Context: an optimization exercise on an open-source flow, tuned for small area, a short achievable clock period and few clock cycles per item. The choices shown serve that exercise and are no tape-out recipe. Function was checked by simulation only, so behaviour that the tests miss may differ from the original.

==> flow/design.v <==
module triangle_strip_tessellator (
    input  logic        clk,
    input  logic        rst_n,
    input  logic        start,
    output logic        busy,
    input  logic [47:0] corner_bottom_left,
    input  logic [47:0] corner_bottom_right,
    input  logic [47:0] corner_top,
    input  logic [47:0] normal_left,
    input  logic [47:0] normal_right,
    input  logic [47:0] normal_top,
    input  logic        cfg_wr_en,
    input  logic [3:0]  cfg_wr_data,
    output logic        vertex_valid,
    output logic [47:0] vertex_position,
    output logic [47:0] vertex_normal,
    output logic        last_vertex
);
    localparam int R4      = 1;
    localparam int DIV_CYC = 8 / R4;
    localparam int DCW     = $clog2(DIV_CYC);
    function automatic logic [16:0] add16(input logic [15:0] a, input logic [15:0] b, input logic ci);
        logic [15:0] g, p, gg, pp, gn, pn;
        logic [16:0] c;
        g  = a & b;
        p  = a ^ b;
        gg = g;
        pp = p;
        for (int l = 1; l < 16; l = l * 2)
        begin
            gn = gg;
            pn = pp;
            for (int i = 0; i < 16; i++)
                if ((i / l) % 2 == 1)
                begin
                    gn[i] = gg[i] | (pp[i] & gg[(i / l) * l - 1]);
                    pn[i] = pp[i] & pp[(i / l) * l - 1];
                end
            gg = gn;
            pp = pn;
        end
        c[0] = ci;
        for (int i = 1; i <= 16; i++)
            c[i] = gg[i-1] | (pp[i-1] & ci);
        add16 = {c[16], p ^ c[15:0]};
    endfunction
    function automatic logic [3:0] add4(input logic [3:0] x, input logic [3:0] y);
        logic [3:0] g, p;
        logic g10, g21, p21, g20;
        g   = x & y;
        p   = x ^ y;
        g10 = g[1] | (p[1] & g[0]);
        g21 = g[2] | (p[2] & g[1]);
        p21 = p[2] & p[1];
        g20 = g21 | (p21 & g[0]);
        add4 = {p[3] ^ g20, p[2] ^ g10, p[1] ^ g[0], p[0]};
    endfunction
    function automatic logic [5:0] add6(input logic [5:0] x, input logic [5:0] y);
        logic [5:0] g, p, c;
        g    = x & y;
        p    = x ^ y;
        c[0] = 1'b0;
        c[1] = g[0];
        c[2] = g[1] | (p[1] & g[0]);
        c[3] = g[2] | (p[2] & g[1]) | (p[2] & p[1] & g[0]);
        c[4] = g[3] | (p[3] & g[2]) | (p[3] & p[2] & g[1]) | (p[3] & p[2] & p[1] & g[0]);
        c[5] = g[4] | (p[4] & g[3]) | (p[4] & p[3] & g[2]) | (p[4] & p[3] & p[2] & g[1])
             | (p[4] & p[3] & p[2] & p[1] & g[0]);
        add6 = p ^ c;
    endfunction
    function automatic logic [4:0] add5(input logic [4:0] x, input logic [4:0] y, input logic ci);
        logic [4:0] g, p, c;
        g    = x & y;
        p    = x ^ y;
        c[0] = ci;
        c[1] = g[0] | (p[0] & ci);
        c[2] = g[1] | (p[1] & g[0]) | (p[1] & p[0] & ci);
        c[3] = g[2] | (p[2] & g[1]) | (p[2] & p[1] & g[0]) | (p[2] & p[1] & p[0] & ci);
        c[4] = g[3] | (p[3] & g[2]) | (p[3] & p[2] & g[1]) | (p[3] & p[2] & p[1] & g[0])
             | (p[3] & p[2] & p[1] & p[0] & ci);
        add5 = p ^ c;
    endfunction
    logic [3:0] cfg_q;
    logic [3:0] n_sat;
    always_ff @(posedge clk or negedge rst_n)
    begin
        if (!rst_n)
            cfg_q <= 4'd1;
        else if (cfg_wr_en)
            cfg_q <= cfg_wr_data;
    end
    assign n_sat = (cfg_q == 4'd0) ? 4'd1 : (cfg_q > 4'd10) ? 4'd10 : cfg_q;
    logic           busy_q, v_q, pend_q, top_q, last_q;
    logic           sel_l_q, sel_r_q, sel_t_q;
    logic [2:0]     slot_q;
    logic [3:0]     kleft_q;
    logic           first_q, run_q, done_q, conv_q;
    logic [DCW-1:0] dcnt_q;
    logic       v_n, pend_n, top_n, last_n, busy_n;
    logic [2:0] slot_n;
    logic [3:0] kleft_n;
    logic       accept, upd_l, upd_r;
    assign accept = start && !busy_q;
    always_comb
    begin
        v_n     = v_q;
        pend_n  = pend_q;
        slot_n  = slot_q;
        top_n   = top_q;
        kleft_n = kleft_q;
        if (!busy_q)
        begin
            v_n     = start;
            pend_n  = 1'b0;
            slot_n  = 3'd0;
            top_n   = (n_sat == 4'd1);
            kleft_n = n_sat - 4'd2;
        end
        else if (pend_q)
        begin
            if (done_q)
            begin
                v_n    = 1'b1;
                pend_n = 1'b0;
            end
        end
        else if (top_q)
            slot_n = slot_q + 3'd1;
        else if (slot_q == 3'd5)
        begin
            slot_n = 3'd0;
            if (kleft_q == 4'd0)
                top_n = 1'b1;
            else
                kleft_n = kleft_q - 4'd1;
        end
        else if (slot_q == 3'd1 && !done_q)
        begin
            v_n    = 1'b0;
            pend_n = 1'b1;
            slot_n = 3'd2;
        end
        else
            slot_n = slot_q + 3'd1;
        last_n = v_n && top_n && (slot_n == 3'd2);
        busy_n = (v_n || pend_n) && !last_n;
    end
    assign upd_r = done_q && !top_q && ((v_q && slot_q == 3'd1) || pend_q);
    assign upd_l = v_q && !top_q && (slot_q == 3'd3);
    always_ff @(posedge clk or negedge rst_n)
    begin
        if (!rst_n)
        begin
            busy_q  <= 1'b0;
            v_q     <= 1'b0;
            pend_q  <= 1'b0;
            top_q   <= 1'b0;
            last_q  <= 1'b0;
            slot_q  <= 3'd0;
            kleft_q <= 4'd0;
            sel_l_q <= 1'b0;
            sel_r_q <= 1'b0;
            sel_t_q <= 1'b0;
            first_q <= 1'b0;
            run_q   <= 1'b0;
            done_q  <= 1'b0;
            conv_q  <= 1'b0;
            dcnt_q  <= '0;
        end
        else
        begin
            busy_q  <= busy_n;
            v_q     <= v_n;
            pend_q  <= pend_n;
            top_q   <= top_n;
            last_q  <= last_n;
            slot_q  <= slot_n;
            kleft_q <= kleft_n;
            sel_t_q <= top_n && (slot_n == 3'd2);
            sel_r_q <= top_n ? (slot_n == 3'd1)
                             : (slot_n == 3'd1 || slot_n == 3'd2 || slot_n == 3'd4);
            sel_l_q <= top_n ? (slot_n == 3'd0)
                             : (slot_n == 3'd0 || slot_n == 3'd3 || slot_n == 3'd5);
            first_q <= accept;
            conv_q  <= run_q && (dcnt_q == DCW'(DIV_CYC - 1));
            if (accept)
            begin
                run_q  <= 1'b0;
                done_q <= (n_sat == 4'd1);
            end
            else if (first_q)
            begin
                run_q  <= !done_q;
                dcnt_q <= '0;
            end
            else if (run_q)
            begin
                dcnt_q <= dcnt_q + DCW'(1);
                if (dcnt_q == DCW'(DIV_CYC - 1))
                begin
                    run_q  <= 1'b0;
                    done_q <= 1'b1;
                end
            end
        end
    end
    logic [15:0] pt_q  [6];      
    logic [15:0] tp_q  [3];
    logic [47:0] nl_q, nr_q, nt_q;
    logic [3:0]  n_q;
    logic [5:0]  nm1_q, nm2_q, nm3_q;    
    always_ff @(posedge clk)
    begin
        if (!busy_q)
        begin
            nl_q  <= normal_left;
            nr_q  <= normal_right;
            nt_q  <= normal_top;
            n_q   <= n_sat;
            nm1_q <= -{2'b00, n_sat};
            nm2_q <= -{1'b0, n_sat, 1'b0};
            nm3_q <= -({2'b00, n_sat} + {1'b0, n_sat, 1'b0});
        end
    end
    for (genvar l = 0; l < 3; l++)
    begin : g_tp
        always_ff @(posedge clk)
        begin
            if (!busy_q)
                tp_q[l] <= corner_top[16*l +: 16];
        end
    end
    for (genvar j = 0; j < 6; j++)
    begin : g_lane
        localparam int L = j % 3;
        logic [15:0] q_q;        
        logic [3:0]  u_q;        
        logic [3:0]  e_q;        
        logic        ng_q;       
        logic [16:0] sum;
        logic [15:0] q_it;
        logic [3:0]  u_it;
        logic [4:0]  d5;
        logic        ng;
        logic        w, cst, cst_q, upd;
        logic [3:0]  enx_q;      
        logic [3:0]  e_nx;
        assign sum = add16(pt_q[j], q_q, first_q | ~cst);
        always_comb
        begin
            logic [5:0] t, d1, d2, d3;
            q_it = q_q;
            u_it = u_q;
            for (int i = 0; i < R4; i++)
            begin
                t  = {u_it, q_it[15:14]};
                d1 = add6(t, nm1_q);
                d2 = add6(t, nm2_q);
                d3 = add6(t, nm3_q);
                if (!d3[5])
                begin
                    u_it = d3[3:0];
                    q_it = {q_it[13:0], 2'b00};
                end
                else if (!d2[5])
                begin
                    u_it = d2[3:0];
                    q_it = {q_it[13:0], 2'b01};
                end
                else if (!d1[5])
                begin
                    u_it = d1[3:0];
                    q_it = {q_it[13:0], 2'b10};
                end
                else
                begin
                    u_it = t[3:0];
                    q_it = {q_it[13:0], 2'b11};
                end
            end
        end
        assign d5   = add5({1'b0, e_q}, {1'b1, ~u_q}, 1'b1);
        assign w    = ~d5[4];
        assign e_nx = conv_q ? u_q : enx_q;
        assign cst  = conv_q ? (ng_q && (u_q != 4'd0)) : cst_q;
        always_ff @(posedge clk)
        begin
            logic nz_nx;
            nz_nx = w ? (e_q != u_q) : ((e_q != 4'd0) || (u_q != n_q));
            cst_q <= ng_q ? (w ^ nz_nx ^ (e_q != 4'd0)) : w;
            enx_q <= w ? d5[3:0] : add4(d5[3:0], n_q);
        end
        assign upd  = (j < 3) ? upd_l : upd_r;
        always_ff @(posedge clk)
        begin
            if (run_q)
            begin
                q_q <= q_it;
                u_q <= u_it;
            end
            else if (!busy_q)
                q_q <= ~corner_top[16*L +: 16];
            else if (first_q)
            begin
                q_q  <= sum[15:0];
                u_q  <= ng ? (n_q - 4'd1) : 4'd0;
            end
            else if (conv_q)
                u_q <= n_q - u_q;
        end
        assign ng = pt_q[j][15] ^ q_q[15] ^ sum[16];
        always_ff @(posedge clk)
        begin
            if (first_q)
                ng_q <= ng;
        end
        always_ff @(posedge clk)
        begin
            if (first_q)
                e_q <= 4'd0;
            else if (upd)
                e_q <= e_nx;
        end
        always_ff @(posedge clk)
        begin
            if (!busy_q)
                pt_q[j] <= (j < 3) ? corner_bottom_left[16*L +: 16]
                                   : corner_bottom_right[16*L +: 16];
            else if (upd)
                pt_q[j] <= sum[15:0];
        end
    end
    logic [47:0] pl, pr, pt;
    assign pl = {pt_q[2], pt_q[1], pt_q[0]};
    assign pr = {pt_q[5], pt_q[4], pt_q[3]};
    assign pt = {tp_q[2], tp_q[1], tp_q[0]};
    logic                v_o_q, last_o_q;
    logic [47:0]         pos_o_q, nrm_o_q;
    always_ff @(posedge clk or negedge rst_n)
    begin
        if (!rst_n)
        begin
            v_o_q    <= 1'b0;
            last_o_q <= 1'b0;
        end
        else
        begin
            v_o_q    <= v_q;
            last_o_q <= last_q;
        end
    end
    always_ff @(posedge clk)
    begin
        pos_o_q <= ({48{sel_l_q}} & pl) | ({48{sel_r_q}} & pr) | ({48{sel_t_q}} & pt);
        nrm_o_q <= ({48{sel_l_q}} & nl_q) | ({48{sel_r_q}} & nr_q) | ({48{sel_t_q}} & nt_q);
    end
    assign busy            = busy_q;
    assign vertex_valid    = v_o_q;
    assign last_vertex     = last_o_q;
    assign vertex_position = pos_o_q;
    assign vertex_normal   = nrm_o_q;
endmodule
clock: 6.0 ns
lec_check: 0
cap_margin: 20
core_margin: 2
core_utilization: 40
cts_cluster_diameter: 80
cts_cluster_size: 25
setup_slack_margin: 3.0
slew_margin: 20
standard.sh (not shown) runs the stock make flow with config.mk's settings and CLKGATE_MAP_FILE= SYNTH_SCRIPT=/design/flow/synth_recipe.tcl, a recipe that flattens the netlist after the stock synthesis.
==> flow/flow/run.sh <==
#!/bin/bash
# Layout: the standard flow (standard.sh, all ORFS steps), except that the
# port buffers are the smallest buffer cell instead of ORFS's default choice.
set -euo pipefail
export BUFFER_PORTS_ARGS="-buffer_cell sky130_fd_sc_hd__buf_1"
bash standard.sh > standard_flow.log 2>&1
Testbench counts at the start, summed over its fixed seeds: cycles 12,172, vertices 9,852.
Edit:
--- a/flow/design.v
+++ b/flow/design.v
@@ -146,7 +146,7 @@
         busy_n = (v_n || pend_n) && !last_n;
     end
     assign upd_r = done_q && !top_q && ((v_q && slot_q == 3'd1) || pend_q);
-    assign upd_l = v_q && !top_q && (slot_q == 3'd3);
+    assign upd_l = v_q && (top_q ? (slot_q == 3'd1 && !one_q) : (slot_q == 3'd3));
     always_ff @(posedge clk or negedge rst_n)
     begin
         if (!rst_n)
@@ -205,7 +205,8 @@
         end
     end
     logic [15:0] pt_q  [6];      
-    logic [15:0] tp_q  [3];
+    logic [15:0] tq_q  [3];      
+    logic        one_q;          
     logic [47:0] nl_q, nr_q, nt_q;
     logic [3:0]  n_q;
     logic [5:0]  nm1_q, nm2_q, nm3_q;    
@@ -217,19 +218,12 @@
             nr_q  <= normal_right;
             nt_q  <= normal_top;
             n_q   <= n_sat;
+            one_q <= (n_sat == 4'd1);
             nm1_q <= -{2'b00, n_sat};
             nm2_q <= -{1'b0, n_sat, 1'b0};
             nm3_q <= -({2'b00, n_sat} + {1'b0, n_sat, 1'b0});
         end
     end
-    for (genvar l = 0; l < 3; l++)
-    begin : g_tp
-        always_ff @(posedge clk)
-        begin
-            if (!busy_q)
-                tp_q[l] <= corner_top[16*l +: 16];
-        end
-    end
     for (genvar j = 0; j < 6; j++)
     begin : g_lane
         localparam int L = j % 3;
@@ -291,6 +285,10 @@
             enx_q <= w ? d5[3:0] : add4(d5[3:0], n_q);
         end
         assign upd  = (j < 3) ? upd_l : upd_r;
+        if (j < 3)
+        begin : g_tq
+            assign tq_q[L] = q_q;
+        end
         always_ff @(posedge clk)
         begin
             if (run_q)
@@ -300,7 +298,7 @@
             end
             else if (!busy_q)
                 q_q <= ~corner_top[16*L +: 16];
-            else if (first_q)
+            else if (first_q && !one_q)
             begin
                 q_q  <= sum[15:0];
                 u_q  <= ng ? (n_q - 4'd1) : 4'd0;
@@ -331,9 +329,12 @@
         end
     end
     logic [47:0] pl, pr, pt;
+    logic        sp_l, sp_t;
     assign pl = {pt_q[2], pt_q[1], pt_q[0]};
     assign pr = {pt_q[5], pt_q[4], pt_q[3]};
-    assign pt = {tp_q[2], tp_q[1], tp_q[0]};
+    assign pt = ~{tq_q[2], tq_q[1], tq_q[0]};
+    assign sp_l = sel_l_q | (sel_t_q & ~one_q);
+    assign sp_t = sel_t_q & one_q;
     logic                v_o_q, last_o_q;
     logic [47:0]         pos_o_q, nrm_o_q;
     always_ff @(posedge clk or negedge rst_n)
@@ -351,7 +352,7 @@
     end
     always_ff @(posedge clk)
     begin
-        pos_o_q <= ({48{sel_l_q}} & pl) | ({48{sel_r_q}} & pr) | ({48{sel_t_q}} & pt);
+        pos_o_q <= ({48{sp_l}} & pl) | ({48{sel_r_q}} & pr) | ({48{sp_t}} & pt);
         nrm_o_q <= ({48{sel_l_q}} & nl_q) | ({48{sel_r_q}} & nr_q) | ({48{sel_t_q}} & nt_q);
     end
     assign busy            = busy_q;
Result: Synthesized cell count shrinks by 2.5%. Critical path depth shrinks by 1. Cell area shrinks by 2.9%. Global-route usage stays flat. Setup slack gets better by 0.023 ns. Routed wire length shrinks by 2.8%. Worst hold slack gets better by 0.029 ns. Cell count shrinks by about 2%. Die area shrinks by 3.4%.
Testbench counts after the change, summed over its fixed seeds: cycles 12,172, vertices 9,852.

afterwards: timing with drivers on the ports:
No port has a modelled driver above. Below, the same layouts with a new extraction and two added sets of constraints.
Step 1: set_driving_cell puts a clkbuf_16 on clk and a buf_2 on each other input, an assumption about the parent block.
Step 2 moves the port delays by t, midway between the first and last clock arrival at a register: inputs arrive t later, outputs are due t later. That takes back most of the time a late clock gives input paths.
Three values: no drivers, after step 1, after step 2; two values: the first two.
| run | shift t [ns] | slack for setup (ns) | clock arrival spread, ns | slew at the worst register clock pin (ns) | cell pins on the clock port's net |
|---|---|---|---|---|---|
| the first run | 0.655 | 2.979 / 2.979 / 2.979 | 0.049 / 0.049 | 0.10 / 0.10 | 1 |
| the second run | 0.665 | 3.003 / 3.003 / 3.003 | 0.065 / 0.065 | 0.11 / 0.11 | 1 |
After both steps every run listed still meets setup and hold.
